From an optimization exercise on the open Yosys and OpenROAD flow, aimed at small area, a short achievable clock period and few clock cycles per item; shortcuts taken in it are not production practice.
In this exercise RTL edits were held to simulation tests only and were not proved equivalent to the original.
Power is estimated from default activity; no workload was simulated.

[design/flow/design.v]
module dcache_ctrl_wb #(
  parameter  int ADDR_W  = 13,
  parameter  int DATA_W  = 16,
  parameter  int OFFS_W  = 2,
  parameter  int INDEX_W = 6,
  localparam int TAG_W   = ADDR_W - INDEX_W - OFFS_W,
  localparam int LINE_W  = DATA_W << OFFS_W,
  localparam int LINES   = 1 << INDEX_W,
  localparam int WORDS   = 1 << OFFS_W
) (
  input  logic                       i_clk,
  input  logic                       i_rst,
  input  logic [ADDR_W-1:0]          i_addr,
  input  logic [DATA_W-1:0]          i_wr_data,
  input  logic                       i_we,
  input  logic                       i_re,
  output logic [DATA_W-1:0]          o_rd_data,
  output logic                       o_hit,
  output logic                       o_stall,
  output logic [ADDR_W-OFFS_W-1:0]   o_mem_addr,
  output logic [LINE_W-1:0]          o_mem_wr_data,
  output logic                       o_mem_we,
  output logic                       o_mem_re,
  input  logic [LINE_W-1:0]          i_mem_rd_data,
  input  logic                       i_mem_rdy,
  input  logic [ADDR_W-1:0]          i_snoop_addr,
  input  logic                       i_snoop_req,
  input  logic                       i_snoop_inv,
  output logic                       o_snoop_found,
  output logic                       o_snoop_dirty,
  output logic [TAG_W-1:0]           o_tag_out
);
  logic [LINES-1:0]    r_valid;
  logic [LINES-1:0]    r_dirty;
  logic [TAG_W-1:0]    r_tag  [LINES];
  logic [LINE_W-1:0]   r_data [LINES];
  logic [TAG_W-1:0]    w_tag;
  logic [INDEX_W-1:0]  w_idx;
  logic [OFFS_W-1:0]   w_off;
  logic [TAG_W-1:0]    w_stag;
  logic [INDEX_W-1:0]  w_sidx;
  logic [LINE_W-1:0]   w_line;
  logic [TAG_W-1:0]    w_ctag;
  logic                w_req;
  logic                w_match;
  logic                w_victim;
  logic                w_wb_done;
  logic                w_fill_done;
  logic                w_store_hit;
  logic                w_snoop_kill;
  logic [LINE_W-1:0]   w_wline;
  logic [WORDS-1:0]    w_wen;
  logic                w_unused_soff;
  logic [LINES-1:0]    w_sel;
  logic [LINES-1:0]    w_ssel;
  logic                w_cvalid;
  logic                w_cdirty;
  logic                w_svalid;
  logic                w_sdirty;
  logic [TAG_W-1:0]    w_sctag;
  assign w_tag  = i_addr[ADDR_W-1 -: TAG_W];
  assign w_idx  = i_addr[OFFS_W +: INDEX_W];
  assign w_off  = i_addr[OFFS_W-1:0];
  assign w_stag = i_snoop_addr[ADDR_W-1 -: TAG_W];
  assign w_sidx = i_snoop_addr[OFFS_W +: INDEX_W];
  assign w_unused_soff = ^i_snoop_addr[OFFS_W-1:0];
  assign w_sel  = LINES'(1) << w_idx;
  assign w_ssel = LINES'(1) << w_sidx;
  always_comb begin
    w_line   = '0;
    w_ctag   = '0;
    w_cvalid = 1'b0;
    w_cdirty = 1'b0;
    w_sctag  = '0;
    w_svalid = 1'b0;
    w_sdirty = 1'b0;
    for (int l = 0; l < LINES; l++) begin
      w_line   |= {LINE_W{w_sel[l]}} & r_data[l];
      w_ctag   |= {TAG_W{w_sel[l]}} & r_tag[l];
      w_cvalid |= w_sel[l] & r_valid[l];
      w_cdirty |= w_sel[l] & r_dirty[l];
      w_sctag  |= {TAG_W{w_ssel[l]}} & r_tag[l];
      w_svalid |= w_ssel[l] & r_valid[l];
      w_sdirty |= w_ssel[l] & r_dirty[l];
    end
  end
  assign w_req    = i_we | i_re;
  assign w_match  = w_cvalid & (w_ctag == w_tag);
  assign w_victim = w_cvalid & w_cdirty;
  assign o_mem_we      = w_req & ~w_match & w_victim;
  assign o_mem_re      = w_req & ~w_match & ~w_victim;
  assign o_mem_addr    = {w_victim ? w_ctag : w_tag, w_idx};
  assign o_mem_wr_data = w_line;
  assign w_wb_done   = o_mem_we & i_mem_rdy;
  assign w_fill_done = o_mem_re & i_mem_rdy;
  assign o_hit       = w_req & (w_match | (~w_victim & i_mem_rdy));
  assign o_stall     = w_req & ~o_hit;
  assign w_store_hit = i_we & w_match;
  always_comb begin
    o_rd_data = w_match ? w_line[int'(w_off)*DATA_W +: DATA_W]
                        : i_mem_rd_data[int'(w_off)*DATA_W +: DATA_W];
  end
  assign o_snoop_found = w_svalid & (w_sctag == w_stag);
  assign o_snoop_dirty = o_snoop_found & w_sdirty;
  assign w_snoop_kill  = i_snoop_req & i_snoop_inv & o_snoop_found;
  assign o_tag_out     = w_ctag;
  always_comb begin
    for (int w = 0; w < WORDS; w++) begin
      if (i_we && w_off == OFFS_W'(w)) begin
        w_wline[w*DATA_W +: DATA_W] = i_wr_data;
        w_wen[w] = w_fill_done | w_store_hit;
      end else begin
        w_wline[w*DATA_W +: DATA_W] = i_mem_rd_data[w*DATA_W +: DATA_W];
        w_wen[w] = w_fill_done;
      end
    end
  end
  always_ff @(posedge i_clk) begin
    if (i_rst) begin
      r_valid <= '0;
    end else begin
      if (w_store_hit) r_dirty[w_idx] <= 1'b1;
      if (w_wb_done)   r_dirty[w_idx] <= 1'b0;
      if (w_snoop_kill) begin
        r_valid[w_sidx] <= 1'b0;
        r_dirty[w_sidx] <= 1'b0;
      end
      if (w_fill_done) begin
        r_valid[w_idx] <= 1'b1;
        r_dirty[w_idx] <= i_we;
      end
    end
  end
  always_ff @(posedge i_clk) begin
    if (!i_rst) begin
      for (int w = 0; w < WORDS; w++) begin
        if (w_wen[w]) r_data[w_idx][w*DATA_W +: DATA_W] <= w_wline[w*DATA_W +: DATA_W];
      end
      if (w_fill_done) r_tag[w_idx] <= w_tag;
    end
  end
endmodule
[design/flow/run.sh]
#!/bin/bash
# synth_recipe.tcl (not shown) runs the flow's synth.tcl, then flattens the netlist and writes it again
# the make line also repeats each setting of config.mk as NAME=value (left out here)
make -C /OpenROAD-flow-scripts/flow DESIGN_CONFIG=/design/flow/config.mk WORK_HOME=/design/flow/orfs CLKGATE_MAP_FILE= SYNTH_SCRIPT=/design/flow/synth_recipe.tcl finish
[design/flow/config.mk]
export PLATFORM = sky130hd
export DESIGN_NAME = dcache_ctrl_wb
export DESIGN_NICKNAME = dcache_ctrl_wb
export VERILOG_FILES = /design/flow/design.v
export SDC_FILE = /design/flow/constraint.sdc
export NUM_CORES = 4
export LEC_CHECK = 0
export CAP_MARGIN = 20
export CORE_MARGIN = 2
export CORE_UTILIZATION = 40
export SLEW_MARGIN = 20
[design/flow/constraint.sdc]
create_clock -name core_clock -period 10.0 [get_ports {i_clk}]
set_input_delay 2.0000 -clock core_clock [delete_from_list [all_inputs] [get_ports {i_clk}]]
set_output_delay 2.0000 -clock core_clock [all_outputs]
set_load 0.01 [all_outputs]
==> results of run 1 <==
worst paths after layout:
check | to | start | cells after the start | slack (ns)
setup reg to reg | r_data[63][1]$_DFFE_PP_ | r_dirty[23]$_DFFE_PN_ | 13 | 3.69
setup / recovery | o_rd_data[13] | i_addr[3] | 19 | -0.06
hold reg to reg | r_valid[20]$_SDFF_PP0_ | r_valid[20]$_SDFF_PP0_ | 2 | 0.52
hold / removal | r_valid[20]$_SDFF_PP0_ | r_valid[20]$_SDFF_PP0_ | 2 | 0.52
final cells by class:
| cell class | instances | area (µm²) | share of cell area |
|---|---|---|---|
| Antenna cell | 59 | 148 | 0.000704 |
| Multi-Input combinational cell | 5410 | 37300 | 0.178 |
| Timing Repair Buffer | 1375 | 14200 | 0.0675 |
| Inverter | 35 | 131 | 0.000627 |
| Sequential cell | 4544 | 136000 | 0.648 |
| Clock inverter | 304 | 3220 | 0.0154 |
| Tap cell | 5734 | 7170 | 0.0342 |
| Clock buffer | 536 | 11700 | 0.0558 |
power by group through the flow:
stage | Clock (mW) | Sequential (mW) | Combinational (mW)
finish | 17.3 | 21.2 | 2.65
global placement | 0 | 21.6 | 2.48
floorplan | 0 | 21.5 | 0.805
global route | 18.0 | 21.2 | 2.60
detailed placement | 0 | 21.6 | 2.50
CTS | 17.3 | 21.2 | 2.52
flip-flops by register name, indices dropped and copies added, names as in the netlist:
register,count
r_valid,64
r_dirty,64
r_data,4096
r_tag,320
metrics by stage:
step / area [µm²] / power (mW) / instances / hold WS, ns
final: 210000 / 41.2 / 17997 / 0.524
after global routing: 209000 / 41.8 / 17945 / 0.549
after CTS: 209000 / 41.0 / 17935 / 0.515
after detailed placement: 194000 / 24.1 / 17094 / 0.508
after global placement: 194000 / 24.0 / 17090 / 0.500
after floorplan: 175000 / 22.3 / 10717 / 0.451
repair_timing:
action	4_1_cts	5_1_grt
cloned	0	0
pin swaps	0	0
gates resized for setup	8	7
endpoints found under the setup margin	3	8
buffers inserted	1	0
logic make-up (layout without fill, tap and decap cells):
| logic type | after synthesis | in the layout | share of synthesized area |
|---|---|---|---|
| DFF | 4544 | 4544 | 0.778 |
| AOI/OAI and AO/OA | 2694 | 2694 | 0.117 |
| and+or+nand+nor | 2494 | 2494 | 0.0716 |
| buffers and inverters | 763 | 2250 | 0.0173 |
| muxes | 198 | 198 | 0.0146 |
| adders and majority gates | 12 | 12 | 0.000860 |
| xor gates and xnor gates | 12 | 12 | 0.000602 |
| other | 0 | 59 | 0 |
worst max-delay path: cells and delay by family:
kind	cells	cell delay [ns]
buffers and inverters	8	2.05
AND/OR/NAND/NOR	7	2.26
adder cells (fa/ha/maj)	2	0.54
AO/OA/AOI/OAI	1	0.46
multiplexers	1	0.68
layer usage:
layer,up-vias,track usage
li1,46574,-
met1,64282,0.483
met2,13031,0.559
met3,2903,0.121
met4,56,0.285
met5,-,0.00206
synth_stat cells (85+ instances only):
library cell	number
sky130_fd_sc_hd__a21oi_1	131
sky130_fd_sc_hd__nand4_1	333
sky130_fd_sc_hd__nor2_1	483
sky130_fd_sc_hd__a221oi_1	191
sky130_fd_sc_hd__nand2_1	627
sky130_fd_sc_hd__a22oi_1	1602
sky130_fd_sc_hd__mux2_2	113
sky130_fd_sc_hd__nor4_1	119
sky130_fd_sc_hd__nor3_1	123
sky130_fd_sc_hd__a22o_1	257
sky130_fd_sc_hd__and3_1	104
sky130_fd_sc_hd__o21ai_0	98
sky130_fd_sc_hd__o22ai_1	85
sky130_fd_sc_hd__buf_1	163
sky130_fd_sc_hd__clkbuf_1	496
sky130_fd_sc_hd__edfxtp_1	4480
sky130_fd_sc_hd__nand3_1	433
==> key figures, run 1 <==
Timing
  • Setup tns final: -0.0610 ns
  • Portion of the clock cycle consumed by the worst path in the final layout: 1.01
  • Clock skew after layout: 0.119 ns
  • Final Max Slew Viols: 0
  • Unrepaired setup endpoints after global routing: no
  • Max frequency: 99.4 MHz
  • Worst Max-Slew Pin Slew: 1.32 ns
  • Minimum period implied by the final worst setup slack: 10.06 ns
  • Number of endpoints with negative hold slack in the final report: 0
  • Worst slew margin: 0.120
  • Final worst slack: -0.0610 ns
  • Number of endpoints failing setup at the final stage: 1

Worst setup path
  • Max incr delay on CP: 0.77 ns
  • Type of the worst setup path: input pin to primary output
  • Cell with the biggest individual delay on the critical path: sky130_fd_sc_hd__nor4_1
  • Maximum fanout encountered on the critical timing path: 11
  • Data arrival time at the worst-slack endpoint: 8.06 ns
  • Critical path, cell by cell: clkdlybuf4s50_1, buf_12, inv_1, ha_1, ha_2, nand2_1, buf_12, buf_4, nor2_4, buf_4, a221oi_1, nand4_1, nor4_1, nand3_1, mux4_2, nand2_1, buf_12, nand2_1, clkdlybuf4s50_1
  • Crit path required time: 8.00 ns
  • Type of element launching the critical path: input pin
  • Type of element capturing the critical path: primary output

Die
  • Area of the core region: 0.435 mm²
  • Total Die Area: 0.442 mm²
  • Row Count: 242
  • Initial Utilization: 0.402
  • Die extent in x: 665 µm
  • Total I/O pin count: 215
  • Die Height: 665 µm

Cells and area
  • Commonest non-fill, non-tap cell in the layout: sky130_fd_sc_hd__edfxtp_1
  • Layout fillers: 36,099
  • Final Net Count: 11,943
  • Syn-to-layout area delta: 20.0%
  • Ratio of cells with drive above 1 in the final layout: 0.195
  • Most frequent cells in the layout: sky130_fd_sc_hd__edfxtp_1 (4,480), sky130_fd_sc_hd__a22oi_1 (1,602), sky130_fd_sc_hd__buf_4 (901)
  • Final core utilization: 0.482

Synth
  • Cell Area, Synth: 0.175 mm²
  • Ys Warns: 1
  • Post-synth EDFFs: 4,480
  • Area contributors post-synth: sky130_fd_sc_hd__edfxtp_1 (77%), sky130_fd_sc_hd__a22oi_1 (6.9%), sky130_fd_sc_hd__nand2_1 (1.3%)
  • Post-synthesis net count: 10,842
  • Part of the Yosys area used for sequential elements: 0.778
  • Ys async rst share: 0
  • Ys flop type: sky130_fd_sc_hd__edfxtp_1
  • Area leader, netlist: sky130_fd_sc_hd__edfxtp_1
  • Gate count after technology mapping: 10,717
  • Avg Inst Size Synth: 16.3 µm²
  • Seq cells post-synth: 4,544
  • Fraction of synthesized cell area taken by the top area cell type: 0.770
  • Distinct cells, synth: 92

Route
  • Wire length after detailed routing: 877,000 µm
  • Avg Vias per Cell: 7.05
  • DRC violation count after routing: 0
  • Met1 layer wirelength in the final routing: 295,000 µm
  • Routed length on met2: 371,000 µm
  • Wire length on met3: 129,000 µm
  • Average detailed-routed wire length per instance: 48.7 µm
  • Number of nets with antenna violations after routing: 0
  • Routed via count: 126,846
  • Initial DRT Pass Iterations: 7
  • DR iter-0 viols: 28,099
  • Max layer used: met5

Outcome
  • Violated checks: setup timing
  • Result of the run: complete, but fails checks

Pwr
  • Part of the total power dissipated in sequential elements: 0.514
  • PD cells: 196 mW/mm²
  • Worst voltage drop across the vdd grid: 0.172 mV
  • Share of power burned in the clock network: 0.421
  • Combinational group share of total power: 0.064
  • Internal power contribution: 31.5 mW
  • Net load switching power: 9.62 mW
  • Leakage component of the power: 67.6 nW
  • Switching power as a share of total power: 0.234

Global routing
  • Initial antenna violation count: 70
  • Pin count of the biggest net entering global routing: 66
  • GRT Overall Usage: 0.385
  • Via count of the first global-routing pass: 116,007
  • First-pass GRT wire length: 1,130,000 µm
  • Global-route congestion overflow total: 0

Placement
  • Worst-case setup slack after placement: -0.435 ns
  • Dpl hpwl: 557,000 µm
  • Placer congestion estimate: 1.03
  • # port buffers: 212

CTS
  • CTS tree: built
  • Inserted Clock Buffers: 452
  • Total number of H-tree levels: 5
  • Clock transition at path regs: 0.06 ns
  • Clk sinks: 4,544
  • Number of buffers inserted by hold repair at cts: 0
  • Maximum root-to-sink buffer count: 4
  • Root cell of the clock tree: sky130_fd_sc_hd__clkbuf_16
  • Worst-skew pair later-pin latency: 1.08 ns

Flow run
  • Max-Cap Viols: 0

Hold path
  • Min-Delay Path Class: flop to flop
Testbench counts, summed over its fixed seeds: cycles 38,899, items 24,000.
==> run 2: changes to the inputs <==
--- a/design/flow/config.mk
+++ b/design/flow/config.mk
@@ -10,2 +10,3 @@
 export CORE_UTILIZATION = 40
+export SETUP_SLACK_MARGIN = 3
 export SLEW_MARGIN = 20
==> run 2 against run 1 <==
Against the previous run: now clean on timing, DRC and antenna; sequential power about the same; critical path depth shrank 1; clock skew is 0.0089 ns higher; setup slack better by 1.1 ns; worst hold slack got worse by 0.032 ns; synthesized cell count stayed put; clock power down 2%; wire length is 7.5% higher; die area stayed put; global-route usage up 1.8 points.
==> key figures, run 2 <==
Outcome
  • Result of the run: finished clean (was complete, but fails checks)

Worst setup path
  • Capturing element of the worst setup path: o_rd_data[11] (was o_rd_data[13])
  • Type of element launching the critical path: input pin (unchanged)
  • Reg2Reg Launch Point: r_tag[1][2]$_DFFE_PP_ (was r_dirty[23]$_DFFE_PN_)
  • FF-to-FF End: r_data[57][31]$_DFFE_PP_ (was r_data[63][1]$_DFFE_PP_)
  • Reg2Reg Setup Slack: 3.99 ns (was 3.69 ns)
  • Data arrival time at the worst-slack endpoint: 6.95 ns (was 8.06 ns)
  • Worst r2r path cells: 17 (was 13)
  • Maximum fanout encountered on the critical timing path: 23 (was 11)
  • Crit path required time: 8.00 ns (about the same)
  • Launch point of the worst path: i_addr[5] (was i_addr[3])
  • Type of the worst setup path: input pin to primary output (unchanged)
  • Type of element capturing the critical path: primary output (unchanged)

Cells and area
  • Largest registers: r_data (4096), r_tag (320) (unchanged)
  • Syn-to-layout area delta: 25.1% (was 20.0%)
  • Final Net Count: 12,315 (was 11,943)
  • Ratio of cells with drive above 1 in the final layout: 0.260 (was 0.195)
  • Commonest non-fill, non-tap cell in the layout: sky130_fd_sc_hd__edfxtp_1 (unchanged)
  • Max reg flops: 4,096 (unchanged)
  • Largest register by flop count: r_data (unchanged)
  • Most frequent cells in the layout: sky130_fd_sc_hd__edfxtp_1 (4,480), sky130_fd_sc_hd__a22oi_1 (1,551), sky130_fd_sc_hd__buf_4 (907) (was sky130_fd_sc_hd__edfxtp_1 (4,480), sky130_fd_sc_hd__a22oi_1 (1,602), sky130_fd_sc_hd__buf_4 (901))

Timing
  • Worst slew margin: 0.0894 (was 0.120)
  • Number of endpoints failing setup at the final stage: 0 (was 1)
  • WHS: 0.492 ns (was 0.524 ns)
  • Final Max Slew Viols: 0 (unchanged)
  • Max frequency: 112 MHz (was 99.4 MHz)
  • Portion of the clock cycle consumed by the worst path in the final layout: 0.895 (was 1.01)
  • Number of endpoints with negative hold slack in the final report: 0 (unchanged)
  • Final worst slack: 1.05 ns (was -0.0610 ns)
  • Worst Max-Slew Pin Slew: 1.36 ns (was 1.32 ns)
  • Minimum period implied by the final worst setup slack: 8.95 ns (was 10.06 ns)
  • Setup tns final: 0 ns (was -0.0610 ns)
  • Unrepaired setup endpoints after global routing: yes (was no)
  • Clock skew after layout: 0.128 ns (was 0.119 ns)

Synth
  • Gate count after technology mapping: 10,717 (unchanged)
  • Commonest cells post-synth: sky130_fd_sc_hd__edfxtp_1 (4,480), sky130_fd_sc_hd__a22oi_1 (1,602), sky130_fd_sc_hd__nand2_1 (627) (unchanged)
  • Ys Warns: 1 (unchanged)
  • Part of the Yosys area used for sequential elements: 0.778 (unchanged)
  • Ys async rst share: 0 (unchanged)
  • Fraction of synthesized cell area taken by the top area cell type: 0.770 (unchanged)
  • Cell Area, Synth: 0.175 mm² (unchanged)
  • Distinct cells, synth: 92 (unchanged)
  • Area leader, netlist: sky130_fd_sc_hd__edfxtp_1 (unchanged)
  • Ys flop type: sky130_fd_sc_hd__edfxtp_1 (unchanged)
  • Most repeated cell in the gate-level netlist after synthesis: sky130_fd_sc_hd__edfxtp_1 (unchanged)
  • Area contributors post-synth: sky130_fd_sc_hd__edfxtp_1 (77%), sky130_fd_sc_hd__a22oi_1 (6.9%), sky130_fd_sc_hd__nand2_1 (1.3%) (unchanged)
  • Seq cells post-synth: 4,544 (unchanged)
  • Avg Inst Size Synth: 16.3 µm² (unchanged)
  • Post-synth EDFFs: 4,480 (unchanged)
  • Post-synthesis net count: 10,842 (unchanged)

Die
  • Total I/O pin count: 215 (unchanged)
  • Initial Utilization: 0.402 (unchanged)
  • Die extent in x: 665 µm (unchanged)
  • Die Height: 665 µm (unchanged)
  • Area of the core region: 0.435 mm² (unchanged)
  • Row Count: 242 (unchanged)
  • Total Die Area: 0.442 mm² (unchanged)

Global routing
  • Pin count of the biggest net entering global routing: 65 (was 66)
  • Global-route congestion overflow total: 0 (unchanged)
  • First-pass GRT wire length: 1,170,000 µm (was 1,130,000 µm)
  • GRT Overall Usage: 0.402 (was 0.385)
  • Initial antenna violation count: 83 (was 70)
  • Via count of the first global-routing pass: 116,902 (was 116,007)

Flow run
  • Max-Cap Viols: 0 (unchanged)

Route
  • Number of nets with antenna violations after routing: 0 (unchanged)
  • Wire length after detailed routing: 942,000 µm (was 877,000 µm)
  • Routed via count: 133,072 (was 126,846)
  • Initial DRT Pass Iterations: 9 (was 7)
  • Avg Vias per Cell: 7.24 (was 7.05)
  • Average detailed-routed wire length per instance: 51.2 µm (was 48.7 µm)
  • DRC violation count after routing: 0 (unchanged)
  • DR iter-0 viols: 30,106 (was 28,099)

CTS
  • Number of buffers inserted by hold repair at cts: 0 (unchanged)
  • Clk sinks: 4,544 (unchanged)
  • Maximum root-to-sink buffer count: 4 (unchanged)
  • Clock transition at path regs: 0.06 ns (about the same)
  • Worst-skew pair later-pin latency: 1.13 ns (was 1.08 ns)
  • Total number of H-tree levels: 5 (unchanged)
  • Inserted Clock Buffers: 449 (was 452)
  • Root cell of the clock tree: sky130_fd_sc_hd__clkbuf_16 (unchanged)
  • CTS tree: built (unchanged)

Pwr
  • Worst voltage drop across the vdd grid: 0.206 mV (was 0.172 mV)
  • Leakage component of the power: 71.6 nW (was 67.6 nW)
  • PD cells: 188 mW/mm² (was 196 mW/mm²)

Placement
  • Dpl hpwl: 554,000 µm (was 557,000 µm)
  • Worst-case setup slack after placement: -0.460 ns (was -0.435 ns)
  • Placer congestion estimate: 1.00 (was 1.03)
  • # port buffers: 212 (unchanged)

Hold path
  • Min-Delay Path Class: flop to flop (unchanged)
## run 2: report_power, final
group | leakage (nW) | internal (mW) | total (mW) | switching (mW)
sequential | 40.8 | 21.1 | 21.2 | 0.0555
clock | 6.97 | 9.23 | 16.9 | 7.68
combinational | 23.8 | 0.884 | 2.99 | 2.11
total | 71.6 | 31.2 | 41.1 | 9.84
## run 2: cell type report
type	instances	area, µm²
fillers	35313	216000
inverters	35	180
multi-input cells	5416	40400
diodes	90	225
flip-flops and latches	4544	136000
clock inverters	269	2590
clock buffers	560	11700
well taps	5734	7170
repair buffers	1744	20400
## run 2: worst min-delay path by stage
stage | slack (ns) | depth (start not counted) | from | end
floorplan | 0.45 | 2 | r_valid[16]$_SDFF_PP0_ | r_valid[16]$_SDFF_PP0_
global placement | 0.49 | 2 | r_valid[23]$_SDFF_PP0_ | r_valid[23]$_SDFF_PP0_
detailed placement | 0.48 | 2 | r_valid[20]$_SDFF_PP0_ | r_valid[20]$_SDFF_PP0_
CTS | 0.49 | 2 | r_valid[20]$_SDFF_PP0_ | r_valid[20]$_SDFF_PP0_
global route | 0.54 | 2 | r_valid[20]$_SDFF_PP0_ | r_valid[20]$_SDFF_PP0_
finish | 0.49 | 2 | r_valid[20]$_SDFF_PP0_ | r_valid[20]$_SDFF_PP0_
## run 2: cells by family after synthesis
group / share of synthesized area
multiplexers: 0.0146
XOR/XNOR: 0.000602
AO/OA/AOI/OAI: 0.117
buffers and inverters: 0.0173
AND/OR/NAND/NOR: 0.0716
adder cells (fa/ha/maj): 0.000860
flip-flops: 0.778
## run 2: stage by stage
step,util,power (mW),instance area (µm²),instances
after floorplan,-,22.4,175000,10717
after detailed placement,0.444,24.0,193000,16928
after CTS,0.488,40.5,212000,18012
after global routing,0.503,41.6,218000,18322
after global placement,0.443,24.0,193000,16922
final,0.503,41.1,219000,18392
## run 2: critical path: stages
cell                      delay (ns)
sky130_fd_sc_hd__buf_16         0.17
sky130_fd_sc_hd__buf_16         0.21
sky130_fd_sc_hd__buf_4          0.15
sky130_fd_sc_hd__buf_6          0.19
sky130_fd_sc_hd__and2_2         0.28
sky130_fd_sc_hd__buf_6          0.20
sky130_fd_sc_hd__o21ai_1        0.16
sky130_fd_sc_hd__nand4_1        0.26
sky130_fd_sc_hd__nor4_2         0.32
sky130_fd_sc_hd__nand4_1        0.40
sky130_fd_sc_hd__buf_6          0.28
sky130_fd_sc_hd__xor2_4         0.15
sky130_fd_sc_hd__or4_4          0.70
sky130_fd_sc_hd__buf_6          0.20
sky130_fd_sc_hd__o41ai_4        0.20
sky130_fd_sc_hd__nor2_1         0.07
sky130_fd_sc_hd__or4_4          0.68
sky130_fd_sc_hd__buf_6          0.18
## run 2: per-layer routing
layer | wire, µm | GRT usage | share of wire | vias up
met5 | 652 | 0.00597 | 0.00069 | -
met4 | 95800 | 0.323 | 0.10 | 36
met3 | 158000 | 0.155 | 0.17 | 3551
met2 | 382000 | 0.560 | 0.41 | 15103
met1 | 306000 | 0.497 | 0.32 | 66971
li1 | - | - | - | 47411
## run 2: timing repair
item | CTS | global route
pin swaps | 142 | 308
gates cloned | 31 | 30
hold endpoints to repair | 0 | 0
resized for setup | 591 | 873
setup buffers | 224 | 258
endpoints found under the setup margin | 4640 | 3820

what the ideal ports hide:
In the flow no input, the clock included, has a driving cell. The finished layouts below were timed again as built, in two steps.
Step 1 assumes that a clkbuf_16 drives the clock port and a buf_2 every other input.
Step 2 adds t to the input delays and takes it off the output delays; t is the mean of the earliest and latest rising clock arrival at the registers after step 1. Input paths then give back, and output paths get back, about the clock's delay inside the block.
Three values: no drivers, after step 1, after step 2; two values: the first two.
run	t (ns)	setup slack, ns	slew at the worst register clock pin (ns)
run 1	1.136	-0.061 / -0.088 / -0.088	0.07 / 0.07
run 2	1.170	1.048 / 0.984 / 0.984	0.07 / 0.07
For run 2, which loses most, drivers alone change the setup slack by -0.064 ns; drivers and shift together by -0.064 ns.
